From an optimization exercise on the open Yosys and OpenROAD flow, aimed at small area; shortcuts taken in it are not production practice. Function was checked by simulation only, so behaviour that the tests miss may differ from the original. Power figures rest on the tool's default switching activity, not on a simulated workload.

## design.v

```verilog
package rf_pkg;
   localparam int RF_WORD_W = 32;                  
   localparam int RF_ADD_W  = 5;                   
   localparam int RF_BIT_W  = 5;                   
   localparam int RF_CNT_W  = 16;                  
   localparam int RF_REGS   = 32;                  
   typedef logic [RF_WORD_W-1:0] rf_word;
   typedef logic [RF_ADD_W-1:0]  rf_add;
   typedef logic [RF_BIT_W-1:0]  rf_bit;
   typedef logic [RF_CNT_W-1:0]  rf_cnt;
   localparam rf_add RF_ZERO = rf_add'(0);         
endpackage
module see_insert
#(
   parameter bit CNT_EN = 1'b1                     
) (
   input  logic   s_clk_i,                         
   input  logic   arst_n_i,                        
   input  logic   inj_i,                           
   input  rf_pkg::rf_add  inj_add_i,               
   input  rf_pkg::rf_bit  inj_bit_i,               
   output logic [rf_pkg::RF_REGS-1:1] upset_row_o,  
   output rf_pkg::rf_word flip_bit_o,              
   output rf_pkg::rf_cnt  upset_cnt_o              
);
   logic   inj_hit;                                
   assign inj_hit    = inj_i && (inj_add_i != rf_pkg::RF_ZERO);
   assign flip_bit_o = rf_pkg::rf_word'(1) << inj_bit_i;     
   for (genvar i = 1; i < rf_pkg::RF_REGS; i++) begin : g_row
      assign upset_row_o[i] = arst_n_i && inj_i && (inj_add_i == rf_pkg::rf_add'(i));
   end
   if (CNT_EN) begin : g_cnt
      rf_pkg::rf_cnt cnt_q;                        
      always_ff @(posedge s_clk_i or negedge arst_n_i) begin
         if (!arst_n_i) begin
            cnt_q <= '0;
         end else if (inj_hit) begin
            cnt_q <= cnt_q + rf_pkg::rf_cnt'(1);   
         end
      end
      assign upset_cnt_o = cnt_q;
   end else begin : g_no_cnt
      assign upset_cnt_o = '0;                     
   end
endmodule
module register_file
(
   input  logic   s_clk_i,                         
   input  logic   arst_n_i,                        
   input  logic   wb_we_i,                         
   input  rf_pkg::rf_add  wb_add_i,                
   input  rf_pkg::rf_word wb_val_i,                
   input  logic [rf_pkg::RF_REGS-1:1] upset_row_i,  
   input  rf_pkg::rf_word flip_bit_i,              
   input  logic   inj_i,                           
   input  rf_pkg::rf_add  inj_add_i,               
   input  rf_pkg::rf_add  p1_add_i,                
   output rf_pkg::rf_word p1_val_o,                
   input  rf_pkg::rf_add  p2_add_i,                
   output rf_pkg::rf_word p2_val_o                 
);
   logic [rf_pkg::RF_REGS-1:1][rf_pkg::RF_WORD_W-1:0] regs_q;      
   logic [rf_pkg::RF_REGS-1:1] load, hold;         
   logic [rf_pkg::RF_REGS-1:1] sel1, sel2;         
   rf_pkg::rf_word wr_val_n;                       
   logic   same;                                   
   for (genvar i = 1; i < rf_pkg::RF_REGS; i++) begin : g_load
      assign load[i] = !arst_n_i || (wb_we_i && (wb_add_i == rf_pkg::rf_add'(i)));
      assign hold[i] = !load[i];
   end
   assign same     = inj_i && (inj_add_i == wb_add_i);
   assign wr_val_n = ~(arst_n_i ? (wb_val_i ^ (same ? flip_bit_i : '0)) : '0);
   for (genvar i = 1; i < rf_pkg::RF_REGS; i++) begin : g_row
      for (genvar j = 0; j < rf_pkg::RF_WORD_W; j++) begin : g_bit
         rf_cell cell_i (
            .s_clk_i    (s_clk_i),
            .load_i     (load[i]),
            .hold_i     (hold[i]),
            .wr_val_n_i (wr_val_n[j]),
            .flip_i     (upset_row_i[i]),
            .flip_bit_i (flip_bit_i[j]),
            .q_o        (regs_q[i][j])
         );
      end
   end
   for (genvar i = 1; i < rf_pkg::RF_REGS; i++) begin : g_sel
      assign sel1[i] = arst_n_i && (p1_add_i == rf_pkg::rf_add'(i));
      assign sel2[i] = arst_n_i && (p2_add_i == rf_pkg::rf_add'(i));
   end
   for (genvar j = 0; j < rf_pkg::RF_WORD_W; j++) begin : g_rd
      logic [rf_pkg::RF_REGS-1:1] col;             
      for (genvar i = 1; i < rf_pkg::RF_REGS; i++) begin : g_col
         assign col[i] = regs_q[i][j];
      end
      rf_rd_bit rd1_i (.sel_i(sel1), .d_i(col), .y_o(p1_val_o[j]));
      rf_rd_bit rd2_i (.sel_i(sel2), .d_i(col), .y_o(p2_val_o[j]));
   end
endmodule
module rf_cell
(
   input  logic   s_clk_i,                         
   input  logic   load_i,                          
   input  logic   hold_i,                          
   input  logic   wr_val_n_i,                      
   input  logic   flip_i,                          
   input  logic   flip_bit_i,                      
   output logic   q_o                              
);
   logic hold_n;                                   
   logic d;                                        
   rf_flip flip_u (.q_i(q_o), .row_i(flip_i), .col_i(flip_bit_i), .hold_n_o(hold_n));
   rf_oai22 sel_u (.a0_i(hold_i), .a1_i(wr_val_n_i), .b0_i(load_i), .b1_i(hold_n), .y_o(d));
   always_ff @(posedge s_clk_i) begin
      q_o <= d;
   end
endmodule
module rf_flip
(
   input  logic   q_i,
   input  logic   row_i,
   input  logic   col_i,
   output logic   hold_n_o
);
   assign hold_n_o = ~(q_i ^ (row_i & col_i));
endmodule
module rf_oai22
(
   input  logic   a0_i, a1_i, b0_i, b1_i,
   output logic   y_o
);
   assign y_o = ~((a0_i | a1_i) & (b0_i | b1_i));
endmodule
module rf_aoi222
(
   input  logic   a0_i, a1_i, b0_i, b1_i, c0_i, c1_i,
   output logic   y_o
);
   assign y_o = ~((a0_i & a1_i) | (b0_i & b1_i) | (c0_i & c1_i));
endmodule
module rf_rd_bit
(
   input  logic [rf_pkg::RF_REGS-1:1] sel_i,       
   input  logic [rf_pkg::RF_REGS-1:1] d_i,         
   output logic   y_o                              
);
   logic [10:0] t_n;                               
   for (genvar k = 0; k < 10; k++) begin : g_grp
      rf_aoi222 aoi_i (
         .a0_i (sel_i[3*k+1]), .a1_i (d_i[3*k+1]),
         .b0_i (sel_i[3*k+2]), .b1_i (d_i[3*k+2]),
         .c0_i (sel_i[3*k+3]), .c1_i (d_i[3*k+3]),
         .y_o  (t_n[k])
      );
   end
   assign t_n[10] = ~(sel_i[31] & d_i[31]);
   assign y_o = ~&t_n;
endmodule
module rf_top
#(
   parameter bit CNT_EN = 1'b1                     
) (
   input  logic   s_clk_i,                         
   input  logic   arst_n_i,                        
   input  logic   wb_we_i,                         
   input  rf_pkg::rf_add  wb_add_i,                
   input  rf_pkg::rf_word wb_val_i,                
   input  rf_pkg::rf_add  p1_add_i,                
   output rf_pkg::rf_word p1_val_o,                
   input  rf_pkg::rf_add  p2_add_i,                
   output rf_pkg::rf_word p2_val_o,                
   input  logic   inj_i,                           
   input  rf_pkg::rf_add  inj_add_i,               
   input  rf_pkg::rf_bit  inj_bit_i,               
   output rf_pkg::rf_cnt  upset_cnt_o              
);
   logic [rf_pkg::RF_REGS-1:1] upset_row;          
   rf_pkg::rf_word             flip_bit;           
   see_insert #(
      .CNT_EN       (CNT_EN)
   ) see_i (
      .s_clk_i      (s_clk_i),
      .arst_n_i     (arst_n_i),
      .inj_i        (inj_i),
      .inj_add_i    (inj_add_i),
      .inj_bit_i    (inj_bit_i),
      .upset_row_o  (upset_row),
      .flip_bit_o   (flip_bit),
      .upset_cnt_o  (upset_cnt_o)
   );
   register_file rf_i (
      .s_clk_i      (s_clk_i),
      .arst_n_i     (arst_n_i),
      .wb_we_i      (wb_we_i),
      .wb_add_i     (wb_add_i),
      .wb_val_i     (wb_val_i),
      .upset_row_i  (upset_row),
      .flip_bit_i   (flip_bit),
      .inj_i        (inj_i),
      .inj_add_i    (inj_add_i),
      .p1_add_i     (p1_add_i),
      .p1_val_o     (p1_val_o),
      .p2_add_i     (p2_add_i),
      .p2_val_o     (p2_val_o)
   );
endmodule
```

## run.sh

```bash
#!/bin/bash
# synth_recipe.tcl (not shown) runs the flow's synth.tcl, then flattens the netlist and writes it again
# the make line also repeats each setting of config.mk as NAME=value (left out here)
make -C /OpenROAD-flow-scripts/flow DESIGN_CONFIG=/design/flow/config.mk WORK_HOME=/design/flow/orfs CLKGATE_MAP_FILE= SYNTH_SCRIPT=/design/flow/synth_recipe.tcl finish
```

## config.mk

```make
export PLATFORM = sky130hd
export DESIGN_NAME = rf_top
export DESIGN_NICKNAME = rf_top
export VERILOG_FILES = /design/flow/design.v
export SDC_FILE = /design/flow/constraint.sdc
export NUM_CORES = 4
export LEC_CHECK = 0
export CAP_MARGIN = 20
export CELL_PAD_IN_SITES_DETAIL_PLACEMENT = 1
export CELL_PAD_IN_SITES_GLOBAL_PLACEMENT = 1
export CORE_MARGIN = 2
export CORE_UTILIZATION = 35
export SLEW_MARGIN = 20
export SYNTH_HIERARCHICAL = 1
```

## constraint.sdc

```tcl
create_clock -name core_clock -period 5.5 [get_ports {s_clk_i}]
set_input_delay 1.1000 -clock core_clock [delete_from_list [all_inputs] [get_ports {s_clk_i}]]
set_output_delay 1.1000 -clock core_clock [all_outputs]
set_load 0.01 [all_outputs]
```

==> results of run 1 <==
synth_stat cells (all sizes together) (2+ instances only):
cell,number,area [um^2]
a2111o,64,721
a21bo,30,300
a222oi,640,6410
and3,3,18.8
buf,5,31.3
clkbuf,29,110
dfrtp,16,400
dfxtp,992,19900
inv,32,120
nand2,1083,4070
nand2b,11,68.8
nand3,51,255
nand3b,5,37.5
nand4,138,878
nor2,127,477
nor2b,10,62.6
nor3,12,60.1
nor4,4,25.0
o21a,3,30.0
o21ai,64,332
o22ai,992,6210
or2,4,25.0
or3,31,194
or3b,2,17.5
xnor2,11,134
xor2,1001,8770
worst reg2reg max path, stage by stage, from the launching register on:
cell	delay, ps
dfrtp_1	430
ha_1	280
nand3_1	180
nor4b_1	390
xor2_1	180
where the power goes:
group / internal, W / switching, W
registers: 0.00795 / 0.000736
clock network: 0.00477 / 0.00364
logic: 0.000982 / 0.00166
total: 0.0137 / 0.00603
layout make-up:
| cell class | count | area [um^2] | area share |
|---|---|---|---|
| antenna | 5 | 12.5 | 0.000199 |
| clock buffer | 163 | 3420 | 0.0544 |
| clock inverter | 57 | 619 | 0.00986 |
| inverter | 32 | 121 | 0.00193 |
| multi-input combinational | 4308 | 30400 | 0.485 |
| sequential | 1008 | 20300 | 0.322 |
| tap | 1890 | 2360 | 0.0376 |
| timing repair buffer | 599 | 5600 | 0.0891 |
per-layer routing:
metal / track usage / share of wire / up-vias / wire [um]
met5: 0.00132 / 0.00037 / - / 115
met4: 0.277 / 0.076 / 15 / 23800
met3: 0.118 / 0.13 / 1158 / 40000
met2: 0.585 / 0.41 / 4629 / 128000
met1: 0.537 / 0.39 / 29008 / 122000
li1: - / - / 22950 / -
per-module statistics from Yosys (local to each module, per instance), excerpt:
| module | cells | area [um^2] |
|---|---|---|
| register_file | 332 | 1790 |
| rf_cell | 1 | 20.0 |
| rf_flip | 2 | 12.5 |
| rf_aoi222 | 1 | 10.0 |
| rf_rd_bit | 4 | 27.5 |
| rf_oai22 | 1 | 6.26 |
path summary, 6_finish.rpt:
kind / endpoint / cells past startpoint / slack, ps
max: p1_val_o[24] / 9 / -90
min: see_i.g_cnt.cnt_q[15]$_DFFE_PN0P_ / 1 / 480
max reg2reg: see_i.g_cnt.cnt_q[12]$_DFFE_PN0P_ / 4 / 3970
min reg2reg: see_i.g_cnt.cnt_q[15]$_DFFE_PN0P_ / 1 / 480
max in group asynchronous: see_i.g_cnt.cnt_q[7]$_DFFE_PN0P_ / 2 / 4440
min in group asynchronous: see_i.g_cnt.cnt_q[2]$_DFFE_PN0P_ / 2 / 600
through the flow:
step	setup WS, ps	power [W]
final	-86.8	0.0197
after detailed placement	-275	0.0113
after global routing	-42.4	0.0201
after CTS	-93.5	0.0196
after global placement	-274	0.0112
after floorplan	857	0.00988
timing repair:
action                                  CTS  global route
resized for setup                        18            23
buffers inserted                         32            16
endpoints found under the setup margin   41            61
cloned                                   13             3
pin swaps                                32            24
sequential cells by signal (all words and copies together) (netlist names):
register                     count
rf_i.g_row.g_bit.cell_i.q_o    992
see_i.g_cnt.cnt_q               16
logic make-up (layout without fill, tap and decap cells):
family / count (synthesis) / in the layout / synth area share
adders and majority gates: 1 / 1 / 0.000252
buffers and inverters: 66 / 851 / 0.00527
AOI/OAI and AO/OA: 1794 / 1794 / 0.282
and+or+nand+nor: 1485 / 1501 / 0.125
DFF: 1008 / 1008 / 0.408
other: 0 / 5 / 0
xor gates and xnor gates: 1012 / 1012 / 0.179
==> impl_metrics.csv, run 1 <==
group,metric,value,unit
timing,worst_hold_slack,477,ps
global_routing,grt-ovfl-total,0,
synthesis,syn-cell-area,49700,um^2
cts,clk_path_buf_depth,3,
placement,io_buffers,140,
global_routing,antenna_found_initial,12,
drt,avgRoutedWirePerCell,38.9,um
layout,instances_no_fill,8062,
placement,dp_hpwl,191000,um
drt,drt-initial-drc-count,11646,
floorplanning,fp.dieW,381,um
synthesis,synth_warnings,8,
setup_path,cp_slowest_cell,"nor2_2",
hold_path,hold_path.class,"reg2reg",
floorplanning,core_area,141000,um^2
synthesis,avgSynthCellArea,9.26,um^2
cts,cts_tree,"built",
floorplanning,rows,138,
synthesis,yosys_most_used_dff,"dfxtp_1",
drt,vias,57760,
synthesis,synthCells,5366,
layout,mostFrequentLayoutCells,"nand2_1, xor2_1, o22ai_1, dfxtp_1, a222oi_1",
timing,fin_crit,5590,ps
floorplanning,ios,141,
setup_path,max_stage_delay,1010,ps
cts,cts_sinks,1008,
synthesis,async_flop_share,0.0159,
synthesis,synth_nets,5428,
timing,setup_ws,-86.8,ps
layout,drive_above_1_share,0.143,
setup_path,crit_arrival,4490,ps
run,max_cap_violations,0,
outcome,so_faults,"setup timing",
setup_path,cp_max_fo,13,
setup_path,crit_family,"buffers and inverters",
timing,max_freq,0.179,GHz
timing,fin_crit_sh,1.02,
drt,drt-vias-per-instance,7.16,
global_routing,grt_pass1_vias,56192,
setup_path,crit_chain,"clkdlybuf4s50_1 -> buf_4 -> nand3_1 -> buf_12 -> nor2_2 -> a222oi_1 -> nand4_1 -> a2111o_1 -> clkdlybuf4s50_1",
floorplanning,die_area,145000,um^2
synthesis,synth_edf_count,0,
floorplanning,start_util,0.352,
timing,fin_skew,6.07,ps
drt,drc,0,
drt,drt-pass1-iter-count,15,
synthesis,yosysSeqAreaShare,0.408,
placement,finalWeightedCongestion,0.955,
pwr,p_per_area,314,nW/um^2
layout,final_area,62800,um^2
cts,holdBufCountCts,0,
layout,fill_cells,16058,
layout,mostFrequentLayoutCell,"nand2_1",
cts,cts_max_level,3,
cts,root_buffer,"clkbuf_16",
timing,maxSlewViolCount,0,
setup_path,cp_num_buf_inv,4,
setup_path,cp-startpoint,"p1_add_i[3]",
outcome,outcome,"finished with violations",
setup_path,critPathRequiredTime,4400,ps
global_routing,grt_pass1_wl,435000,um
drt,antenna_left,0,
timing,setup-tns-final,-717,ps
timing,slew_headroom,0.128,
layout,layout.nets,6128,
cts,numCtsBuffers,117,
cts,clk_latency,760,ps
setup_path,crit_top_cell,"clkdlybuf4s50_1",
pwr,p_leak,21.6,nW
layout,areaGrowthSynthToFinish,26.5,%
timing,worst_pin_slew,1310,ps
timing,final_hold_viol_count,0,
setup_path,worstReg2RegStart,"see_i.g_cnt.cnt_q[0]$_DFFE_PN0P_",
drt,wl,314000,um
placement,placed_area,58000,um^2
placement,dp.cells,7772,
hold_path,worstHoldStart,"see_i.g_cnt.cnt_q[15]$_DFFE_PN0P_",
timing,rsz0062_at_grt,"yes",
synthesis,ys_ff_latch,1008,
timing,setup_viol,17,
layout,utilization,0.445,
global_routing,grt.total_usage,0.411,
setup_path,startpoint_type,"input pin",
synthesis,synth.distinct_cells,41,
global_routing,grt_max_degree,51,
cts,cts.reportedPaths.clkPinSlew,60,ps
floorplanning,die_h,381,um
setup_path,critPathKind,"in2out",
pwr,ir_drop,0.000270,V
setup_path,crit_path_end_kind,"primary output",
==> run 2, diff against run 1 <==
--- a/config.mk
+++ b/config.mk
@@ -12,2 +12,5 @@
 export CORE_UTILIZATION = 35
+export CTS_CLUSTER_DIAMETER = 60
+export CTS_CLUSTER_SIZE = 30
+export SETUP_SLACK_MARGIN = 0.2
 export SLEW_MARGIN = 20
==> impl_metrics.csv, run 2 <==
group,metric,value,unit
outcome,outcome,"finished clean",
drt,drt-vias-per-instance,7.17,
layout,largestRegisters,"rf_i.g_row.g_bit.cell_i.q_o: 992 flops, see_i.g_cnt.cnt_q: 16 flops",
hold_path,hold_path.class,"reg2reg",
synthesis,yosys_most_used_dff,"dfxtp_1",
timing,fin_crit,5440,ps
cts,clk_latency,760,ps
placement,dp_hpwl,191000,um
cts,cts_max_level,3,
setup_path,reg2reg_to,"see_i.g_cnt.cnt_q[15]$_DFFE_PN0P_",
cts,cts_sinks,1008,
layout,utilization,0.450,
drt,drt-initial-drc-count,11780,
drt,avgRoutedWirePerCell,39.2,um
synthesis,synth.distinct_cells,41,
synthesis,synth_warnings,8,
global_routing,grt_max_degree,51,
layout,drive_above_1_share,0.151,
synthesis,synth.area.top_cells,"dfxtp_1, xor2_1, a222oi_1",
drt,antenna_left,0,
setup_path,crit_family,"buffers and inverters",
timing,final_hold_viol_count,0,
run,max_cap_violations,0,
setup_path,rrSetupSlack,3960,ps
setup_path,crit_arrival,4340,ps
setup_path,critPathRequiredTime,4400,ps
cts,root_buffer,"clkbuf_16",
layout,fill_cells,16000,
synthesis,synth_nets,5428,
synthesis,ys_ff_latch,1008,
cts,cts_tree,"built",
setup_path,crit_top_cell,"buf_4",
synthesis,async_flop_share,0.0159,
setup_path,crit_path_end_kind,"primary output",
synthesis,syn-cell-area,49700,um^2
setup_path,cp_max_fo,13,
setup_path,max_stage_delay,540,ps
layout,areaGrowthSynthToFinish,27.9,%
placement,io_buffers,140,
pwr,ir_drop,0.000274,V
setup_path,cp_num_buf_inv,6,
setup_path,critPathKind,"in2out",
setup_path,crit_chain,"dlygate4sd2_1 -> buf_4 -> nor2b_1 -> nand3_1 -> buf_6 -> nor2_4 -> buf_4 -> a222oi_1 -> nand4_1 -> buf_4 -> a2111o_1 -> dlygate4sd2_1",
global_routing,antenna_found_initial,9,
synthesis,avgSynthCellArea,9.26,um^2
synthesis,synthCells,5366,
timing,slew_headroom,0.251,
placement,finalWeightedCongestion,0.955,
cts,holdBufCountCts,0,
floorplanning,core_area,141000,um^2
timing,worst_hold_slack,473,ps
timing,maxSlewViolCount,0,
setup_path,startpoint_type,"input pin",
floorplanning,rows,138,
cts,clk_path_buf_depth,3,
synthesis,synth_edf_count,0,
timing,worst_pin_slew,1120,ps
cts,numCtsBuffers,118,
drt,drc,0,
synthesis,yosysMostFrequentCell,"nand2_1",
floorplanning,start_util,0.352,
pwr,p_per_area,320,nW/um^2
layout,multi_input_area,30500,um^2
hold_path,hold_end,"see_i.g_cnt.cnt_q[15]$_DFFE_PN0P_",
global_routing,grt.total_usage,0.417,
timing,max_freq,0.184,GHz
floorplanning,fp.dieW,381,um
drt,vias,58131,
layout,largest_reg_flops,992,
layout,layout.nets,6169,
setup_path,worstReg2RegStart,"see_i.g_cnt.cnt_q[2]$_DFFE_PN0P_",
hold_path,worstHoldStart,"see_i.g_cnt.cnt_q[15]$_DFFE_PN0P_",
floorplanning,die_area,145000,um^2
hold_path,worst_hold_path.num_cells,1,
setup_path,cp_slowest_cell,"nand4_1",
setup_path,reg2reg_depth,4,
layout,mostFrequentLayoutCell,"nand2_1",
global_routing,grt-ovfl-total,0,
cts,cts.reportedPaths.clkPinSlew,70,ps
floorplanning,die_h,381,um
synthesis,yosysTopAreaCell,"dfxtp_1",
layout,final-seq-area,20300,um^2
synthesis,yosysSeqAreaShare,0.408,
timing,rsz0062_at_grt,"no",
floorplanning,ios,141,
global_routing,grt_pass1_wl,440000,um
timing,fin_crit_sh,0.989,
synthesis,synth_top_area_frac,0.400,
global_routing,grt_pass1_vias,56604,
layout,mostFrequentLayoutCells,"nand2_1, xor2_1, o22ai_1, dfxtp_1, a222oi_1",
timing,setup_viol,0,
layout,top_register,"rf_i.g_row.g_bit.cell_i.q_o",
synthesis,synth_common_cells,"nand2_1, xor2_1, dfxtp_1, o22ai_1, a222oi_1",
timing,fin_skew,3.42,ps
pwr,p_leak,21.9,nW
drt,drt-pass1-iter-count,14,
drt,wl,318000,um
run 2: Yosys stat by module (local to each module, per instance), excerpt:
module / area, um^2 / flops+latches / cells
register_file: 1790 / 0 / 332
rf_rd_bit: 27.5 / 0 / 4
rf_cell: 20.0 / 1 / 1
rf_flip: 12.5 / 0 / 2
rf_aoi222: 10.0 / 0 / 1
rf_oai22: 6.26 / 0 / 1
run 2: what timing repair did:
action                     CTS  global route
pin swaps                   59            21
setup endpoints to repair   64            48
setup buffers               69            14
resized for setup           46            27
cloned                      20             1
run 2: area by class of cell:
cell class / instances / share of cell area
multi-input cells: 4313 / 0.480
inverters: 32 / 0.00193
well taps: 1890 / 0.0372
diodes: 3 / 0.000118
repair buffers: 634 / 0.0926
flip-flops and latches: 1008 / 0.319
clock inverters: 91 / 0.0197
clock buffers: 133 / 0.0490
run 2: routing by layer:
layer  part of all wire  track usage
met1               0.39        0.539
met5            0.00053            0
met3               0.13        0.132
met2               0.41        0.586
met4              0.077        0.287
run 2: logic make-up after synthesis:
| group | Yosys count | synth area share |
|---|---|---|
| adder cells (fa/ha/maj) | 1 | 0.000252 |
| flip-flops | 1008 | 0.408 |
| AND/OR/NAND/NOR | 1485 | 0.125 |
| buffers and inverters | 66 | 0.00527 |
| AO/OA/AOI/OAI | 1794 | 0.282 |
| XOR/XNOR | 1012 | 0.179 |
run 2: power by group:
group | internal, W | switching, W | total (W)
combinational | 0.000985 | 0.00168 | 0.00266
sequential | 0.00795 | 0.000739 | 0.00869
clock | 0.00500 | 0.00400 | 0.00900
total | 0.0139 | 0.00641 | 0.0203
run 2: worst max path at each step:
stage          slack, ps  depth (start not counted)   startpoint                                    endpoint
2_1_floorplan        860                          5      wb_we_i  rf_i.g_row[14].g_bit[0].cell_i.q_o$_DFF_P_
3_3_place_gp        -270                         11  p2_add_i[3]                                 p2_val_o[6]
3_5_place_dp        -270                         11  p2_add_i[4]                                p2_val_o[16]
4_1_cts              100                         11  p1_add_i[3]                                p1_val_o[17]
5_1_grt              200                         12  p2_add_i[4]                                p2_val_o[15]
6_report              60                         12  p2_add_i[4]                                 p2_val_o[6]
run 2: worst reg2reg max path, delay by kind of cell (launching register included):
kind                      cells  cell delay, ps
and+or+nand+nor               3             850
xor gates and xnor gates      1             170
DFF                           1             450
run 2: per-stage QoR:
| stage | worst slack, ps | total power, W | cell area (um^2) | std cells | setup TNS, ps |
|---|---|---|---|---|---|
| detailed placement | -275 | 0.0113 | 58000 | 7772 | -2870 |
| finish | 58.4 | 0.0203 | 63500 | 8104 | 0 |
| global placement | -274 | 0.0112 | 57700 | 7761 | -7000 |
| CTS | 95.2 | 0.0202 | 63300 | 8085 | 0 |
| global route | 201 | 0.0208 | 63500 | 8101 | 0 |
| floorplan | 857 | 0.00988 | 49700 | 5366 | 0 |
==> run 3, diff against run 2 <==
==> flow/run.sh (new file) <==
#!/bin/bash
# Own flow: the standard layout, with the port buffers made of plain buffers
# (sky130_fd_sc_hd__buf_2) in place of the delay cell buffer_ports would pick.
set -euo pipefail
cd "$(dirname "${BASH_SOURCE[0]}")/.."
echo 'export BUFFER_PORTS_ARGS = -buffer_cell sky130_fd_sc_hd__buf_2' >> config.mk
bash standard.sh > standard.log 2>&1
==> standard.sh (new file) <==
#!/bin/bash
# synth_recipe.tcl (not shown) runs the flow's synth.tcl, then flattens the netlist and writes it again
# the make line also repeats each setting of config.mk as NAME=value (left out here)
make -C /OpenROAD-flow-scripts/flow DESIGN_CONFIG=/design/flow/config.mk WORK_HOME=/design/flow/orfs CLKGATE_MAP_FILE= SYNTH_SCRIPT=/design/flow/synth_recipe.tcl "${@:-finish}"
--- a/config.mk
+++ b/config.mk
@@ -12,4 +12,4 @@
 export CORE_UTILIZATION = 35
-export CTS_CLUSTER_DIAMETER = 60
-export CTS_CLUSTER_SIZE = 30
+export CTS_CLUSTER_DIAMETER = 80
+export CTS_CLUSTER_SIZE = 24
 export SETUP_SLACK_MARGIN = 0.2
@@ -17 +17,2 @@
 export SYNTH_HIERARCHICAL = 1
+export BUFFER_PORTS_ARGS = -buffer_cell sky130_fd_sc_hd__buf_2
removed: run.sh
==> impl_metrics.csv, run 3 <==
group,metric,value,unit
setup_path,worstReg2RegStart,"see_i.g_cnt.cnt_q[2]$_DFFE_PN0P_",
setup_path,critPathRequiredTime,4400,ps
timing,final_hold_viol_count,0,
global_routing,grt_pass1_wl,418000,um
timing,slew_headroom,0.133,
layout,largestRegisters,"rf_i.g_row.g_bit.cell_i.q_o: 992 flops, see_i.g_cnt.cnt_q: 16 flops",
pwr,fin_total_pwr,0.0172,W
timing,maxSlewViolCount,0,
placement,dp.cells,7606,
global_routing,antenna_found_initial,13,
floorplanning,ios,141,
synthesis,synth_warnings,8,
cts,cts_resized,0,
timing,setup-tns-final,0,ps
timing,setup_ws,227,ps
hold_path,worst_hold_path.num_cells,1,
synthesis,syn-cell-area,49700,um^2
cts,cts_tree,"built",
global_routing,grt_max_degree,44,
placement,io_buffers,140,
synthesis,avgSynthCellArea,9.26,um^2
floorplanning,fp.dieW,381,um
cts,cts_max_level,3,
floorplanning,start_util,0.352,
floorplanning,core_area,141000,um^2
cts,holdBufCountCts,0,
hold_path,hold_end,"see_i.g_cnt.cnt_q[15]$_DFFE_PN0P_",
drt,vias,55869,
synthesis,ys_ff_latch,1008,
synthesis,yosysTopAreaCell,"dfxtp_1",
cts,numCtsBuffers,68,
hold_path,hold_path.class,"reg2reg",
synthesis,synth_edf_count,0,
floorplanning,die_area,145000,um^2
drt,drt-pass1-iter-count,12,
cts,cts_setup_buffers,0,
setup_path,reg2reg_depth,4,
layout,largest_reg_flops,992,
timing,setup_viol,0,
synthesis,synth.distinct_cells,41,
timing,fin_skew,8.39,ps
cts,cts.reportedPaths.clkPinSlew,80,ps
global_routing,grt-ovfl-total,0,
run,max_cap_violations,0,
synthesis,yosys_most_used_dff,"dfxtp_1",
cts,cts_sinks,1008,
pwr,p_per_area,294,nW/um^2
timing,fin_crit_sh,0.959,
outcome,outcome,"finished clean",
drt,drt-vias-per-instance,7.22,
setup_path,max_stage_delay,790,ps
setup_path,reg2reg_to,"see_i.g_cnt.cnt_q[15]$_DFFE_PN0P_",
setup_path,critPathKind,"in2out",
layout,instances_no_fill,7743,
synthesis,async_flop_share,0.0159,
global_routing,grt_pass1_vias,53914,
drt,wl,302000,um
cts,root_buffer,"clkbuf_16",
timing,rsz0062_at_grt,"no",
global_routing,grt.total_usage,0.395,
pwr,p_leak,19.6,nW
layout,top_register,"rf_i.g_row.g_bit.cell_i.q_o",
floorplanning,die_h,381,um
hold_path,worstHoldStart,"see_i.g_cnt.cnt_q[15]$_DFFE_PN0P_",
layout,mostFrequentLayoutCells,"nand2_1, xor2_1, o22ai_1, dfxtp_1, a222oi_1",
synthesis,yosysMostFrequentCell,"nand2_1",
layout,drive_above_1_share,0.121,
setup_path,cp_slowest_cell,"a222oi_1",
layout,mostFrequentLayoutCell,"nand2_1",
setup_path,crit_top_cell,"buf_2",
timing,max_freq,0.190,GHz
layout,layout.nets,5854,
synthesis,synth_common_cells,"nand2_1, xor2_1, dfxtp_1, o22ai_1, a222oi_1",
cts,clk_latency,700,ps
placement,dpl_worst_slack,410,ps
pwr,ir_drop,0.000264,V
setup_path,crit_family,"simple AND/OR/NAND/NOR gates",
setup_path,crit_path_end_kind,"primary output",
drt,antenna_left,0,
placement,finalWeightedCongestion,0.940,
drt,drc,0,
synthesis,synth_top_area_frac,0.400,
placement,placed_area,55800,um^2
timing,fin_crit,5270,ps
floorplanning,rows,138,
setup_path,crit_chain,"buf_2 -> nand2_1 -> nor2_4 -> a222oi_1 -> nand4_1 -> a2111o_1 -> buf_2",
drt,avgRoutedWirePerCell,39.0,um
layout,areaGrowthSynthToFinish,17.5,%
timing,worst_pin_slew,1300,ps
synthesis,yosysSeqAreaShare,0.408,
setup_path,rrSetupSlack,3860,ps
placement,dp_hpwl,188000,um
synthesis,synthCells,5366,
synthesis,synth.area.top_cells,"dfxtp_1, xor2_1, a222oi_1",
setup_path,cp_num_buf_inv,2,
cts,clk_path_buf_depth,3,
layout,final_area,58400,um^2
drt,drt-initial-drc-count,11665,
setup_path,crit_arrival,4170,ps
setup_path,cp_max_fo,26,
setup_path,startpoint_type,"input pin",
synthesis,synth_nets,5428,
run 3: final cells by class:
class	count	area [um^2]
Tap cell	1890	2360
Multi-Input combinational cell	4292	30300
Clock inverter	49	652
Fill cell	16319	82900
Sequential cell	1008	20300
Antenna cell	7	17.5
Timing Repair Buffer	390	2880
Clock buffer	75	1780
Inverter	32	123
run 3: how the worst max path moves through the flow:
stage	startpoint	endpoint	cells past startpoint
2_1_floorplan	wb_we_i	rf_i.g_row[14].g_bit[0].cell_i.q_o$_DFF_P_	5
3_3_place_gp	p1_add_i[0]	p1_val_o[17]	7
3_5_place_dp	p1_add_i[1]	p1_val_o[17]	7
4_1_cts	p1_add_i[1]	p1_val_o[17]	7
5_1_grt	arst_n_i	p2_val_o[16]	8
6_report	p1_add_i[0]	p1_val_o[27]	7
run 3: cells by family (layout without fill, tap and decap cells):
family / after synthesis / after routing / synth area share
simple gates: 1485 / 1485 / 0.125
fa+ha+maj: 1 / 1 / 0.000252
flops: 1008 / 1008 / 0.408
compound gates: 1794 / 1794 / 0.282
xor+xnor: 1012 / 1012 / 0.179
buf+inv: 66 / 546 / 0.00527
other cells: 0 / 7 / 0
run 3: metrics by stage:
stage / util / hold WS [ps]
detailed placement: 0.395 / 479
global route: 0.413 / 518
finish: 0.413 / 476
CTS: 0.412 / 491
global placement: 0.394 / 458
floorplan: - / 504
run 3: report_power, final:
part / internal (W) / switching [W] / leakage, nW
sequential: 0.00795 / 0.000700 / 8.44
combinational: 0.000841 / 0.00161 / 9.97
clock: 0.00279 / 0.00328 / 1.19
run 3: Yosys stat by module, one instance, submodules excluded, a selection:
module,times used,cells,cell area [um^2]
rf_cell,992,1,20.0
rf_flip,992,2,12.5
rf_rd_bit,64,4,27.5
register_file,1,332,1790
rf_oai22,992,1,6.26
rf_aoi222,640,1,10.0
run 3: per-layer routing:
layer,global-route usage,part of all wire
met5,0.00231,0.00053
met2,0.572,0.41
met1,0.528,0.40
met3,0.0950,0.12
met4,0.245,0.072
==> run 4, diff against run 3 <==
==> flow/run.sh (replaced) <==
#!/bin/bash
# Own flow: the standard layout (bash standard.sh) with one change to how it is made:
# the port buffers are plain buffers (sky130_fd_sc_hd__buf_2) in place of the delay
# cell that buffer_ports picks by itself. ORFS writes each step's full log under
# orfs/logs/; standard.sh's own output goes to standard.log here.
set -euo pipefail
cd "$(dirname "${BASH_SOURCE[0]}")/.."
echo 'export BUFFER_PORTS_ARGS = -buffer_cell sky130_fd_sc_hd__buf_2' >> config.mk
bash standard.sh > standard.log 2>&1
==> impl_metrics.csv, run 4 <==
group,metric,value,unit
drt,drt-initial-drc-count,11665,
layout,mostFrequentLayoutCell,"nand2_1",
setup_path,critPathRequiredTime,4400,ps
synthesis,async_flop_share,0.0159,
pwr,swShare,0.326,
layout,largestRegisters,"rf_i.g_row.g_bit.cell_i.q_o: 992 flops, see_i.g_cnt.cnt_q: 16 flops",
global_routing,grt-ovfl-total,0,
setup_path,critPathKind,"in2out",
timing,slew_headroom,0.133,
setup_path,crit_path_end_kind,"primary output",
timing,fin_skew,8.39,ps
setup_path,max_stage_delay,790,ps
setup_path,cp_num_buf_inv,2,
floorplanning,fp.dieW,381,um
placement,io_buffers,140,
synthesis,ys_ff_latch,1008,
synthesis,yosysTopAreaCell,"dfxtp_1",
synthesis,synth_nets,5428,
layout,areaGrowthSynthToFinish,17.5,%
layout,utilization,0.413,
timing,fin_crit_sh,0.959,
timing,fin_crit,5270,ps
setup_path,crit_family,"simple AND/OR/NAND/NOR gates",
cts,clk_path_buf_depth,3,
pwr,p_leak,19.6,nW
synthesis,syn-cell-area,49700,um^2
pwr,net-switching-power,0.00559,W
drt,wl,302000,um
global_routing,grt.total_usage,0.395,
cts,numCtsBuffers,68,
drt,vias,55869,
drt,antenna_left,0,
layout,top_register,"rf_i.g_row.g_bit.cell_i.q_o",
synthesis,synth_warnings,8,
synthesis,synth_common_cells,"nand2_1, xor2_1, dfxtp_1, o22ai_1, a222oi_1",
cts,clk_latency,700,ps
synthesis,yosysSeqAreaShare,0.408,
run,max_cap_violations,0,
cts,cts_max_level,3,
setup_path,rrSetupSlack,3860,ps
timing,worst_hold_slack,476,ps
setup_path,crit_chain,"buf_2 -> nand2_1 -> nor2_4 -> a222oi_1 -> nand4_1 -> a2111o_1 -> buf_2",
global_routing,grt_max_degree,44,
cts,cts_sinks,1008,
synthesis,synth_edf_count,0,
synthesis,synth_top_area_frac,0.400,
global_routing,grt_pass1_vias,53914,
hold_path,hold_path.class,"reg2reg",
drt,drt-pass1-iter-count,12,
synthesis,avgSynthCellArea,9.26,um^2
timing,maxSlewViolCount,0,
floorplanning,die_h,381,um
timing,worst_pin_slew,1300,ps
timing,rsz0062_at_grt,"no",
drt,drt-vias-per-instance,7.22,
cts,cts_setup_buffers,0,
setup_path,reg2reg_depth,4,
layout,mostFrequentLayoutCells,"nand2_1, xor2_1, o22ai_1, dfxtp_1, a222oi_1",
floorplanning,die_area,145000,um^2
pwr,ir_drop,0.000264,V
synthesis,yosysMostFrequentCell,"nand2_1",
cts,holdBufCountCts,0,
pwr,pwr-share-comb,0.143,
setup_path,startpoint_type,"input pin",
setup_path,cp_slowest_cell,"a222oi_1",
drt,avgRoutedWirePerCell,39.0,um
pwr,p_per_area,294,nW/um^2
setup_path,worst-path-stages,7,
floorplanning,ios,141,
pwr,power_frac_clock,0.354,
cts,cts_resized,0,
synthesis,synth.distinct_cells,41,
timing,setup_viol,0,
pwr,internal_power,0.0116,W
floorplanning,core_area,141000,um^2
outcome,outcome,"finished clean",
hold_path,worst_hold_path.num_cells,1,
placement,finalWeightedCongestion,0.940,
drt,drc,0,
setup_path,crit_top_cell,"buf_2",
cts,cts_tree,"built",
synthesis,yosys_most_used_dff,"dfxtp_1",
global_routing,grt_pass1_wl,418000,um
floorplanning,start_util,0.352,
layout,drive_above_1_share,0.121,
setup_path,crit_arrival,4170,ps
timing,max_freq,0.190,GHz
synthesis,synth.area.top_cells,"dfxtp_1, xor2_1, a222oi_1",
layout,largest_reg_flops,992,
setup_path,cp_max_fo,26,
global_routing,antenna_found_initial,13,
floorplanning,rows,138,
placement,dp_hpwl,188000,um
layout,layout.nets,5854,
pwr,seqPwrFrac,0.504,
layout,fill_cells,16319,
synthesis,synthCells,5366,
cts,cts.reportedPaths.clkPinSlew,80,ps
timing,setup-tns-final,0,ps
timing,final_hold_viol_count,0,
cts,root_buffer,"clkbuf_16",
## run 4: cell counts after synthesis
Identical to the previous run, type by type.
## run 4: Yosys stat by module, one instance, submodules excluded, excerpt
module	cells	copies in the design	flops+latches	cell area, um^2
rf_flip	2	992	0	12.5
rf_rd_bit	4	64	0	27.5
rf_aoi222	1	640	0	10.0
rf_cell	1	992	1	20.0
rf_oai22	1	992	0	6.26
register_file	332	1	0	1790
## run 4: power groups by stage
stage               Clock, W  Combinational, W  Sequential (W)
floorplan                  0           0.00130         0.00859
global placement           0           0.00226         0.00874
detailed placement         0           0.00232         0.00877
CTS                  0.00610           0.00234         0.00861
global route         0.00634           0.00251         0.00871
finish               0.00607           0.00245         0.00865
## run 4: path summary, 6_finish.rpt
kind / to / from
min reg2reg: see_i.g_cnt.cnt_q[15]$_DFFE_PN0P_ / see_i.g_cnt.cnt_q[15]$_DFFE_PN0P_
max in group asynchronous: see_i.g_cnt.cnt_q[2]$_DFFE_PN0P_ / arst_n_i
min: see_i.g_cnt.cnt_q[15]$_DFFE_PN0P_ / see_i.g_cnt.cnt_q[15]$_DFFE_PN0P_
max reg2reg: see_i.g_cnt.cnt_q[15]$_DFFE_PN0P_ / see_i.g_cnt.cnt_q[2]$_DFFE_PN0P_
max: p1_val_o[27] / p1_add_i[0]
min in group asynchronous: see_i.g_cnt.cnt_q[15]$_DFFE_PN0P_ / arst_n_i
## run 4: cells by family after synthesis
family | after synthesis | share of synthesized area
flip-flops | 1008 | 0.408
XOR/XNOR | 1012 | 0.179
buffers and inverters | 66 | 0.00527
AO/OA/AOI/OAI | 1794 | 0.282
adder cells (fa/ha/maj) | 1 | 0.000252
AND/OR/NAND/NOR | 1485 | 0.125
## run 4: area by class of cell
class	instances	area [um^2]	area share
clock inverter	49	652	0.0112
antenna	7	17.5	0.000300
clock buffer	75	1780	0.0305
inverter	32	123	0.00210
sequential	1008	20300	0.347
multi-input combinational	4292	30300	0.519
tap	1890	2360	0.0405
timing repair buffer	390	2880	0.0493
## run 4: through the flow
step           instances  area (um^2)  total power, W  worst slack [ps]
2_1_floorplan       5366        49700         0.00988               857
3_3_place_gp        7604        55700          0.0110               325
3_5_place_dp        7606        55800          0.0111               410
4_1_cts             7730        58200          0.0170               402
5_1_grt             7737        58400          0.0176               289
6_report            7743        58400          0.0172               227
## run 4: per-layer routing
metal	part of all wire	track usage	wire length [um]
met1	0.40	0.528	120000
met2	0.41	0.572	124000
met3	0.12	0.0950	35800
met4	0.072	0.245	21600
met5	0.00053	0.00231	161
## run 4: worst register-to-register path: stages (launching register included)
cell and delay (ps):
dfrtp_1 460, and3_1 180, nand3_1 230, nor4_1 520
xor2_1 120
==> run 5, diff against run 4 <==
==> flow/run.sh (replaced) <==
#!/bin/bash
set -euo pipefail
cd "$(dirname "${BASH_SOURCE[0]}")/.."
cat >> config.mk <<'EOC'
export BUFFER_PORTS_ARGS = -buffer_cell sky130_fd_sc_hd__buf_1
export CTS_ARGS = -sink_clustering_enable -repair_clock_nets -sink_clustering_size 16 -sink_clustering_max_diameter 60 -dont_use_dummy_load -buf_list sky130_fd_sc_hd__clkbuf_8
EOC
bash standard.sh > standard.log 2>&1
--- a/config.mk
+++ b/config.mk
@@ -12,7 +12,6 @@
 export CORE_UTILIZATION = 35
-export CTS_CLUSTER_DIAMETER = 80
-export CTS_CLUSTER_SIZE = 24
-export SETUP_SLACK_MARGIN = 0.2
+export SETUP_SLACK_MARGIN = 0
 export SLEW_MARGIN = 20
 export SYNTH_HIERARCHICAL = 1
-export BUFFER_PORTS_ARGS = -buffer_cell sky130_fd_sc_hd__buf_2
+export BUFFER_PORTS_ARGS = -buffer_cell sky130_fd_sc_hd__buf_1
+export CTS_ARGS = -sink_clustering_enable -repair_clock_nets -sink_clustering_size 16 -sink_clustering_max_diameter 60 -dont_use_dummy_load -buf_list sky130_fd_sc_hd__clkbuf_8
==> impl_metrics.csv, run 5 <==
group,metric,value,unit
outcome,outcome,"finished with violations",
outcome,so_faults,"setup timing",
synthesis,yosysSeqAreaShare,0.408,
global_routing,grt_pass1_vias,54780,
timing,maxSlewViolCount,0,
synthesis,synthSimpleGateAreaFrac,0.125,
cts,cts_max_level,3,
global_routing,grt-ovfl-total,0,
setup_path,reg2reg_to,"see_i.g_cnt.cnt_q[15]$_DFFE_PN0P_",
synthesis,syn-cell-area,49700,um^2
setup_path,critPathRequiredTime,4400,ps
cts,cts_tree,"built",
synthesis,synthCells,5366,
timing,max_freq,0.178,GHz
synthesis,yosys_most_used_dff,"dfxtp_1",
cts,cts_sinks,1008,
layout,fill_cells,16295,
pwr,ir_drop,0.000178,V
timing,rsz0062_at_grt,"no",
synthesis,synth-xor-area-share,0.179,
synthesis,avgSynthCellArea,9.26,um^2
timing,fin_skew,36.1,ps
timing,worst_pin_slew,1330,ps
hold_path,worstHoldStart,"see_i.g_cnt.cnt_q[15]$_DFFE_PN0P_",
layout,mostFrequentLayoutCells,"nand2_1, xor2_1, o22ai_1, dfxtp_1, a222oi_1",
layout,top_register,"rf_i.g_row.g_bit.cell_i.q_o",
synthesis,synth-compound-area-share,0.282,
cts,cts.reportedPaths.clkPinSlew,40,ps
layout,utilization,0.408,
setup_path,crit_path_end_kind,"primary output",
timing,setup-tns-final,-132,ps
layout,layout.nets,5931,
drt,wl,302000,um
global_routing,grt.total_usage,0.396,
placement,dp.cells,7635,
layout,multi_input_area,30300,um^2
synthesis,yosysMostFrequentCell,"nand2_1",
synthesis,ys_ff_latch,1008,
floorplanning,die_h,381,um
synthesis,async_flop_share,0.0159,
pwr,fin_total_pwr,0.0158,W
pwr,p_leak,18.9,nW
synthesis,synth_top_area_frac,0.400,
synthesis,synth_common_cells,"nand2_1, xor2_1, dfxtp_1, o22ai_1, a222oi_1",
layout,mostFrequentLayoutCell,"nand2_1",
placement,dp_hpwl,185000,um
drt,avgRoutedWirePerCell,38.9,um
cts,holdBufCountCts,0,
hold_path,worst_hold_path.num_cells,1,
floorplanning,ios,141,
timing,setup_ws,-116,ps
floorplanning,rows,138,
synthesis,synthMuxAreaShare,0,
global_routing,grt_pass1_wl,419000,um
synthesis,synth_top_family_by_area,"compound AO/OA/AOI/OAI gates",
setup_path,worstReg2RegStart,"see_i.g_cnt.cnt_q[2]$_DFFE_PN0P_",
layout,drive_above_1_share,0.102,
synthesis,synth_fa_ha_area_frac,0.000252,
cts,clk_path_buf_depth,3,
drt,antenna_left,0,
placement,finalWeightedCongestion,0.945,
run,max_cap_violations,0,
global_routing,antenna_found_initial,17,
synthesis,yosysTopAreaCell,"dfxtp_1",
setup_path,rrSetupSlack,3900,ps
synthesis,synth.distinct_cells,41,
timing,setup_viol,2,
global_routing,grt_max_degree,84,
setup_path,cp_max_fo,18,
setup_path,critPathKind,"in2out",
pwr,p_per_area,275,nW/um^2
floorplanning,core_area,141000,um^2
drt,vias,55555,
drt,drc,0,
layout,largest_reg_flops,992,
floorplanning,start_util,0.352,
timing,final_hold_viol_count,0,
floorplanning,die_area,145000,um^2
placement,dpl_worst_slack,110,ps
layout,areaGrowthSynthToFinish,15.9,%
placement,io_buffers,140,
hold_path,hold_path.class,"reg2reg",
drt,drt-vias-per-instance,7.16,
setup_path,reg2reg_depth,4,
timing,slew_headroom,0.110,
timing,fin_crit_sh,1.02,
layout,instances_no_fill,7764,
drt,drt-initial-drc-count,11243,
cts,numCtsBuffers,115,
hold_path,hold_end,"see_i.g_cnt.cnt_q[15]$_DFFE_PN0P_",
cts,root_buffer,"clkbuf_8",
synthesis,synth_nets,5428,
drt,drt-pass1-iter-count,13,
floorplanning,fp.dieW,381,um
synthesis,synth_edf_count,0,
cts,clk_latency,850,ps
setup_path,crit_arrival,4520,ps
timing,fin_crit,5620,ps
synthesis,synth_warnings,8,
setup_path,startpoint_type,"input pin",
synthesis,synth.area.top_cells,"dfxtp_1, xor2_1, a222oi_1",
layout,final-seq-area,20300,um^2
layout,largestRegisters,"rf_i.g_row.g_bit.cell_i.q_o: 992 flops, see_i.g_cnt.cnt_q: 16 flops",
==> run 5: Yosys stat by module, one instance, submodules excluded, excerpt <==
| module | area (um^2) | copies in the design | flip-flops and latches |
|---|---|---|---|
| register_file | 1790 | 1 | 0 |
| rf_rd_bit | 27.5 | 64 | 0 |
| rf_cell | 20.0 | 992 | 1 |
| rf_flip | 12.5 | 992 | 0 |
| rf_aoi222 | 10.0 | 640 | 0 |
| rf_oai22 | 6.26 | 992 | 0 |
==> run 5: logic make-up (layout without fill, tap and decap cells) <==
logic type	Yosys count	after routing
compound gates	1794	1794
other cells	0	7
flops	1008	1008
xor+xnor	1012	1012
fa+ha+maj	1	1
buf+inv	66	563
simple gates	1485	1489
==> run 5: how the worst max path moves through the flow <==
| stage | start | slack [ps] | end | cells past startpoint |
|---|---|---|---|---|
| 3_3_place_gp | arst_n_i | 140 | p2_val_o[17] | 9 |
| 3_5_place_dp | arst_n_i | 110 | p2_val_o[17] | 9 |
| 6_report | arst_n_i | -120 | p2_val_o[14] | 9 |
| 2_1_floorplan | wb_we_i | 860 | rf_i.g_row[14].g_bit[0].cell_i.q_o$_DFF_P_ | 5 |
| 5_1_grt | p1_add_i[4] | 10 | p1_val_o[16] | 8 |
| 4_1_cts | arst_n_i | 90 | p2_val_o[17] | 9 |
==> run 5: report_power, final <==
group / switching [W] / internal (W) / total (W) / leakage, nW
registers: 0.000722 / 0.00795 / 0.00867 / 8.44
logic: 0.00161 / 0.000833 / 0.00244 / 9.67
clock network: 0.00289 / 0.00184 / 0.00473 / 0.827
==> run 5: critical path: stages <==
cell and delay [ps]:
clkbuf_4 260, nor2b_1 250, nand2_1 340, nor2_4 250
buf_16 260, a222oi_1 400, nand4_1 720, a2111o_1 670
buf_4 190
==> run 5: stage by stage <==
| stage | area [um^2] | hold WS (ps) |
|---|---|---|
| 6_report | 57600 | 488 |
| 5_1_grt | 57600 | 515 |
| 4_1_cts | 57400 | 500 |
| 3_5_place_dp | 55900 | 483 |
| 3_3_place_gp | 55700 | 475 |
| 2_1_floorplan | 49700 | 504 |
==> run 5: cell type report <==
type,instances,area share
Tap cell,1890,0.0411
Clock buffer,115,0.0275
Inverter,32,0.00211
Multi-Input combinational cell,4296,0.527
Sequential cell,1008,0.352
Timing Repair Buffer,416,0.0500
Antenna cell,7,0.000304
==> run 5: per-layer routing <==
metal | global-route usage | vias up | wire length [um]
li1 | - | 22420 | -
met1 | 0.515 | 28023 | 118000
met2 | 0.574 | 4105 | 124000
met3 | 0.105 | 985 | 36300
met4 | 0.261 | 22 | 23100
met5 | 0 | - | 141
==> run 5: timing repair <==
action / in CTS / in global routing
endpoints found under the setup margin: 0 / 1
resized for setup: 0 / 5
endpoints found under the hold margin: 0 / 0
buffers inserted: 0 / 0
==> run 6, diff against run 5 <==
==> flow/run.sh (replaced) <==
#!/bin/bash
set -euo pipefail
cd "$(dirname "${BASH_SOURCE[0]}")/.."
cat >> config.mk <<'EOC'
export BUFFER_PORTS_ARGS = -buffer_cell sky130_fd_sc_hd__buf_2
export CTS_ARGS = -sink_clustering_enable -repair_clock_nets -sink_clustering_size 16 -sink_clustering_max_diameter 60 -dont_use_dummy_load -buf_list sky130_fd_sc_hd__clkbuf_8
EOC
bash standard.sh > standard.log 2>&1
--- a/config.mk
+++ b/config.mk
@@ -12,6 +12,8 @@
 export CORE_UTILIZATION = 35
-export SETUP_SLACK_MARGIN = 0
+export CTS_CLUSTER_DIAMETER = 80
+export CTS_CLUSTER_SIZE = 24
+export SETUP_SLACK_MARGIN = 0.2
 export SLEW_MARGIN = 20
 export SYNTH_HIERARCHICAL = 1
-export BUFFER_PORTS_ARGS = -buffer_cell sky130_fd_sc_hd__buf_1
+export BUFFER_PORTS_ARGS = -buffer_cell sky130_fd_sc_hd__buf_2
 export CTS_ARGS = -sink_clustering_enable -repair_clock_nets -sink_clustering_size 16 -sink_clustering_max_diameter 60 -dont_use_dummy_load -buf_list sky130_fd_sc_hd__clkbuf_8
==> impl_metrics.csv, run 6 <==
group,metric,value,unit
drt,antenna_left,0,
setup_path,rrSetupSlack,3890,ps
timing,fin_crit_sh,0.973,
global_routing,grt-ovfl-total,0,
drt,drt-pass1-iter-count,13,
layout,mostFrequentLayoutCell,"nand2_1",
synthesis,synth.area.top_cells,"dfxtp_1, xor2_1, a222oi_1",
global_routing,antenna_found_initial,18,
cts,holdBufCountCts,0,
setup_path,critPathKind,"in2out",
cts,cts_sinks,1008,
layout,largest_reg_flops,992,
setup_path,worstReg2RegStart,"see_i.g_cnt.cnt_q[2]$_DFFE_PN0P_",
global_routing,grt_pass1_wl,419000,um
drt,drc,0,
setup_path,cp_max_fo,32,
placement,dp_hpwl,188000,um
floorplanning,fp.dieW,381,um
cts,numCtsBuffers,111,
pwr,ir_drop,0.000205,V
timing,maxSlewViolCount,0,
layout,instances_no_fill,7733,
drt,wl,302000,um
drt,drt-initial-drc-count,11581,
layout,areaGrowthSynthToFinish,15.8,%
timing,setup_viol,0,
synthesis,synth_common_cells,"nand2_1, xor2_1, dfxtp_1, o22ai_1, a222oi_1",
global_routing,grt_pass1_vias,54379,
timing,final_hold_viol_count,0,
hold_path,worst_hold_path.num_cells,1,
synthesis,synth_top_area_frac,0.400,
global_routing,grt.total_usage,0.397,
placement,finalWeightedCongestion,0.940,
timing,worst_pin_slew,1290,ps
run,max_cap_violations,0,
setup_path,cp_num_buf_inv,2,
setup_path,max_stage_delay,1010,ps
setup_path,crit_family,"simple AND/OR/NAND/NOR gates",
layout,mostFrequentLayoutCells,"nand2_1, xor2_1, o22ai_1, dfxtp_1, a222oi_1",
synthesis,yosys_most_used_dff,"dfxtp_1",
cts,root_buffer,"clkbuf_8",
synthesis,synth_edf_count,0,
synthesis,async_flop_share,0.0159,
drt,avgRoutedWirePerCell,39.1,um
synthesis,ys_ff_latch,1008,
setup_path,cp_slowest_cell,"nor2_4",
pwr,p_per_area,274,nW/um^2
timing,max_freq,0.187,GHz
timing,rsz0062_at_grt,"yes",
layout,layout.nets,5898,
floorplanning,start_util,0.352,
floorplanning,ios,141,
global_routing,grt_max_degree,44,
outcome,outcome,"finished clean",
synthesis,yosysSeqAreaShare,0.408,
cts,cts_tree,"built",
cts,clk_latency,830,ps
setup_path,crit_path_end_kind,"primary output",
cts,clk_path_buf_depth,3,
timing,fin_crit,5350,ps
timing,setup-tns-final,0,ps
floorplanning,core_area,141000,um^2
layout,drive_above_1_share,0.120,
floorplanning,rows,138,
drt,drt-vias-per-instance,7.23,
cts,cts.reportedPaths.clkPinSlew,80,ps
synthesis,synth_warnings,8,
pwr,p_leak,19.2,nW
synthesis,synth_nets,5428,
synthesis,yosysMostFrequentCell,"nand2_1",
setup_path,reg2reg_depth,4,
setup_path,startpoint_type,"input pin",
setup_path,crit_chain,"buf_6 -> nor2b_1 -> nand2_1 -> nor2_4 -> a222oi_1 -> nand4_1 -> a2111o_1 -> buf_2",
placement,dp.cells,7606,
synthesis,synth.distinct_cells,41,
cts,cts_max_level,3,
drt,vias,55884,
hold_path,worstHoldStart,"see_i.g_cnt.cnt_q[15]$_DFFE_PN0P_",
timing,slew_headroom,0.138,
floorplanning,die_h,381,um
hold_path,hold_path.class,"reg2reg",
layout,utilization,0.407,
timing,fin_skew,15.0,ps
layout,top_register,"rf_i.g_row.g_bit.cell_i.q_o",
synthesis,yosysTopAreaCell,"dfxtp_1",
synthesis,synthCells,5366,
setup_path,crit_arrival,4250,ps
synthesis,avgSynthCellArea,9.26,um^2
synthesis,syn-cell-area,49700,um^2
hold_path,hold_end,"see_i.g_cnt.cnt_q[15]$_DFFE_PN0P_",
setup_path,critPathRequiredTime,4400,ps
layout,largestRegisters,"rf_i.g_row.g_bit.cell_i.q_o: 992 flops, see_i.g_cnt.cnt_q: 16 flops",
placement,io_buffers,140,
floorplanning,die_area,145000,um^2
setup_path,reg2reg_to,"see_i.g_cnt.cnt_q[15]$_DFFE_PN0P_",
## run 6: final cells by class
cell class,count,area (um^2)
multi-input combinational,4292,30300
fill,16379,83700
timing repair buffer,391,2900
inverter,32,123
tap,1890,2360
sequential,1008,20300
antenna,9,22.5
clock buffer,111,1530
## run 6: worst max-delay path by stage
stage	from	to	slack, ps	cells past startpoint
2_1_floorplan	wb_we_i	rf_i.g_row[14].g_bit[0].cell_i.q_o$_DFF_P_	860	5
3_3_place_gp	p1_add_i[0]	p1_val_o[17]	330	7
3_5_place_dp	p1_add_i[1]	p1_val_o[17]	410	7
4_1_cts	p1_add_i[1]	p1_val_o[27]	410	7
5_1_grt	arst_n_i	p2_val_o[16]	170	8
6_report	arst_n_i	p1_val_o[16]	150	8
## run 6: per-layer routing
| metal | GRT usage | share of wire |
|---|---|---|
| met1 | 0.523 | 0.39 |
| met2 | 0.572 | 0.41 |
| met3 | 0.102 | 0.12 |
| met4 | 0.254 | 0.074 |
| met5 | 0.00231 | 0.00062 |
## run 6: kinds of logic (layout without fill, tap and decap cells)
logic type / after synthesis / in the layout / synth area share
fa+ha+maj: 1 / 1 / 0.000252
xor+xnor: 1012 / 1012 / 0.179
other cells: 0 / 9 / 0
buf+inv: 66 / 534 / 0.00527
simple gates: 1485 / 1485 / 0.125
compound gates: 1794 / 1794 / 0.282
flops: 1008 / 1008 / 0.408
## run 6: modules after synthesis, one instance, submodules excluded, excerpt
| module | times used | area (um^2) | flip-flops and latches |
|---|---|---|---|
| rf_cell | 992 | 20.0 | 1 |
| rf_aoi222 | 640 | 10.0 | 0 |
| rf_rd_bit | 64 | 27.5 | 0 |
| rf_flip | 992 | 12.5 | 0 |
| register_file | 1 | 1790 | 0 |
| rf_oai22 | 992 | 6.26 | 0 |
## run 6: timing repair
item,CTS,global route
setup buffers,0,0
setup endpoints to repair,0,2
gates resized for setup,0,1
## run 6: power by group
group | internal (W) | switching [W] | leakage (nW)
sequential | 0.00795 | 0.000698 | 8.44
clock | 0.00178 | 0.00286 | 0.798
combinational | 0.000842 | 0.00161 | 9.98
## run 6: through the flow
step	hold WS [ps]	setup slack, ps	total power [W]	area, um^2
detailed placement	479	410	0.0111	55800
finish	475	150	0.0157	57500
global placement	458	325	0.0110	55700
CTS	490	406	0.0156	57300
floorplan	504	857	0.00988	49700
global route	517	171	0.0161	57500
==> run 7, diff against run 6 <==
--- a/config.mk
+++ b/config.mk
@@ -11,6 +11,4 @@
 export CORE_MARGIN = 2
-export CORE_UTILIZATION = 35
-export CTS_CLUSTER_DIAMETER = 80
-export CTS_CLUSTER_SIZE = 24
-export SETUP_SLACK_MARGIN = 0.2
+export CORE_UTILIZATION = 40
+export SETUP_SLACK_MARGIN = 0.1
 export SLEW_MARGIN = 20
==> impl_metrics.csv, run 7 <==
group,metric,value,unit
outcome,outcome,"finished clean",
floorplanning,fp.dieW,356,um
layout,mostFrequentLayoutCells,"nand2_1, xor2_1, o22ai_1, dfxtp_1, a222oi_1",
synthesis,synth_edf_count,0,
timing,fin_crit,5480,ps
hold_path,worst_hold_path.num_cells,1,
cts,cts_max_level,3,
cts,clk_path_buf_depth,3,
setup_path,crit_family,"simple AND/OR/NAND/NOR gates",
global_routing,antenna_found_initial,8,
run,max_cap_violations,0,
floorplanning,die_h,356,um
cts,cts.reportedPaths.clkPinSlew,60,ps
global_routing,grt_pass1_vias,54233,
cts,cts_tree,"built",
setup_path,max_stage_delay,930,ps
layout,layout.nets,5892,
synthesis,yosys_most_used_dff,"dfxtp_1",
setup_path,cp-startpoint,"p2_add_i[0]",
setup_path,crit_top_cell,"buf_2",
timing,slew_headroom,0.135,
floorplanning,core_area,123000,um^2
drt,drt-pass1-iter-count,14,
layout,largestRegisters,"rf_i.g_row.g_bit.cell_i.q_o: 992 flops, see_i.g_cnt.cnt_q: 16 flops",
timing,worst_pin_slew,1290,ps
pwr,internal_power,0.0107,W
floorplanning,start_util,0.402,
floorplanning,ios,141,
cts,holdBufCountCts,0,
synthesis,yosysTopAreaCell,"dfxtp_1",
cts,root_buffer,"clkbuf_8",
placement,dp.cells,7344,
synthesis,async_flop_share,0.0159,
global_routing,grt-ovfl-total,0,
hold_path,hold_end,"see_i.g_cnt.cnt_q[15]$_DFFE_PN0P_",
drt,drt-initial-drc-count,11663,
cts,cts_resized,0,
global_routing,grt.total_usage,0.450,
timing,setup-tns-final,0,ps
synthesis,yosysMostFrequentCell,"nand2_1",
synthesis,yosysSeqAreaShare,0.408,
synthesis,syn-cell-area,49700,um^2
drt,drc,0,
pwr,ir_drop,0.000203,V
timing,maxSlewViolCount,0,
drt,antenna_left,0,
setup_path,critPathRequiredTime,4400,ps
timing,rsz0062_at_grt,"no",
synthesis,synth_warnings,8,
setup_path,cp_max_fo,32,
synthesis,synth.distinct_cells,41,
global_routing,grt_pass1_wl,415000,um
pwr,pwr-share-comb,0.152,
layout,mostFrequentLayoutCell,"nand2_1",
setup_path,cp_slowest_cell,"nor2_4",
synthesis,synth_common_cells,"nand2_1, xor2_1, dfxtp_1, o22ai_1, a222oi_1",
synthesis,ys_ff_latch,1008,
placement,dp_hpwl,182000,um
cts,numCtsBuffers,117,
timing,max_freq,0.182,GHz
setup_path,crit_path_end_kind,"primary output",
timing,final_hold_viol_count,0,
drt,avgRoutedWirePerCell,39.9,um
synthesis,synth_top_area_frac,0.400,
placement,io_buffers,140,
pwr,net-switching-power,0.00519,W
timing,fin_skew,18.1,ps
setup_path,startpoint_type,"input pin",
floorplanning,die_area,127000,um^2
setup_path,crit_chain,"buf_2 -> nand2_1 -> buf_4 -> nor2_4 -> a222oi_1 -> nand4_1 -> a2111o_1 -> buf_2",
pwr,seqPwrFrac,0.548,
global_routing,grt_max_degree,49,
placement,finalWeightedCongestion,0.930,
setup_path,critPathKind,"in2out",
pwr,p_leak,19.2,nW
timing,setup_viol,0,
synthesis,synth_nets,5428,
pwr,power_frac_clock,0.300,
cts,cts_setup_buffers,0,
timing,fin_crit_sh,0.997,
drt,drt-vias-per-instance,7.42,
cts,cts_sinks,1008,
synthesis,avgSynthCellArea,9.26,um^2
setup_path,rrSetupSlack,4000,ps
synthesis,synth.area.top_cells,"dfxtp_1, xor2_1, a222oi_1",
setup_path,reg2reg_to,"see_i.g_cnt.cnt_q[13]$_DFFE_PN0P_",
layout,instances_no_fill,7479,
pwr,swShare,0.328,
floorplanning,rows,129,
synthesis,synthCells,5366,
setup_path,worstReg2RegStart,"see_i.g_cnt.cnt_q[2]$_DFFE_PN0P_",
layout,largest_reg_flops,992,
hold_path,hold_path.class,"reg2reg",
layout,areaGrowthSynthToFinish,15.3,%
setup_path,cp_num_buf_inv,3,
hold_path,worstHoldStart,"see_i.g_cnt.cnt_q[15]$_DFFE_PN0P_",
layout,top_register,"rf_i.g_row.g_bit.cell_i.q_o",
drt,wl,299000,um
setup_path,crit_arrival,4380,ps
layout,drive_above_1_share,0.117,
setup_path,reg2reg_depth,4,
drt,vias,55474,
pwr,p_per_area,277,nW/um^2
cts,clk_latency,880,ps
run 7: cell count changes in the layout (fill, tap and decap cells not counted), moves of 5 or more:
cell      before  now
inv_2         17   10
diode_2        9   14
clkbuf_8     111  117
a21bo_2        9    3
buf_4        230  210
a21bo_1       21   27
buf_12        15   28
inv_1          2   10
run 7: cell type report:
class                   instances  area [um^2]
fillers                     14095        66200
multi-input cells            4292        30300
flip-flops and latches       1008        20300
repair buffers                379         2870
well taps                    1637         2050
clock buffers                 117         1610
inverters                      32          121
diodes                         14         35.0
run 7: worst max path at each step:
stage	end	slack [ps]	depth (start not counted)
after floorplan	rf_i.g_row[14].g_bit[0].cell_i.q_o$_DFF_P_	860	5
after global placement	p2_val_o[30]	230	8
after detailed placement	p2_val_o[30]	230	8
after CTS	p2_val_o[30]	230	8
after global routing	p2_val_o[10]	110	8
final	p2_val_o[17]	20	8
run 7: modules after synthesis, one instance, submodules excluded, excerpt:
module | flip-flops and latches | cell area, um^2 | cells inside | copies in the design
rf_flip | 0 | 12.5 | 2 | 992
register_file | 0 | 1790 | 332 | 1
rf_aoi222 | 0 | 10.0 | 1 | 640
rf_rd_bit | 0 | 27.5 | 4 | 64
rf_oai22 | 0 | 6.26 | 1 | 992
rf_cell | 1 | 20.0 | 1 | 992
run 7: per-stage QoR:
stage	hold WS (ps)	util	instance area, um^2	power, W	setup WS, ps
after floorplan	504	-	49700	0.00988	857
after global placement	456	0.449	55500	0.0110	233
after detailed placement	462	0.450	55500	0.0111	234
after CTS	472	0.463	57100	0.0157	229
after global routing	495	0.463	57200	0.0162	112
final	471	0.464	57200	0.0158	15.2
run 7: routing by layer:
layer  track usage  part of all wire
met5             0           0.00046
met4         0.302             0.077
met1         0.573              0.39
met3         0.125              0.11
met2         0.662              0.42
run 7: logic make-up after synthesis:
family                   Yosys count  share of synthesized area
flip-flops                      1008                      0.408
buffers and inverters             66                    0.00527
AND/OR/NAND/NOR                 1485                      0.125
XOR/XNOR                        1012                      0.179
AO/OA/AOI/OAI                   1794                      0.282
adder cells (fa/ha/maj)            1                   0.000252
run 7: power groups by stage:
| stage | combinational (W) | sequential [W] | clock (W) |
|---|---|---|---|
| 2_1_floorplan | 0.00130 | 0.00859 | 0 |
| 3_3_place_gp | 0.00224 | 0.00878 | 0 |
| 3_5_place_dp | 0.00229 | 0.00880 | 0 |
| 4_1_cts | 0.00231 | 0.00864 | 0.00475 |
| 5_1_grt | 0.00247 | 0.00873 | 0.00503 |
| 6_report | 0.00241 | 0.00868 | 0.00475 |

-- port drivers added, routing unchanged --
How much do the figures lean on ideal ports? The routed layouts below were timed once more, with nothing changed but the port constraints.
Step 1 sets driving cells, clkbuf_16 on the clock port and buf_2 on the other inputs (assumed; they add their load-dependent delay and slew).
Step 2 also shifts input and output timing later by t, the mid clock arrival at the registers, as if the neighbouring blocks saw the same clock.
Slacks: ideal ports / drivers / drivers and shift; pairs: ideal ports / drivers.
run | t (ns) | slack for setup (ns) | clock arrival spread, ns | pins driven straight from the clock port
run 1 | 0.855 | -0.087 / -0.112 / -0.112 | 0.059 / 0.059 | 1
run 2 | 0.849 | 0.058 / 0.033 / 0.033 | 0.038 / 0.037 | 1
run 3 | 0.787 | 0.227 / 0.203 / 0.203 | 0.059 / 0.059 | 1
run 4 | 0.787 | 0.227 / 0.203 / 0.203 | 0.059 / 0.059 | 1
run 5 | 0.952 | -0.116 / -0.138 / -0.138 | 0.119 / 0.119 | 1
run 6 | 0.936 | 0.150 / 0.092 / 0.092 | 0.097 / 0.097 | 1
run 7 | 0.959 | 0.015 / -0.036 / -0.036 | 0.098 / 0.098 | 1
Met with ideal ports but missed after step 2: setup timing in run 7. For run 6, which loses most, drivers alone change the setup slack by -0.058 ns; drivers and shift together by -0.058 ns.
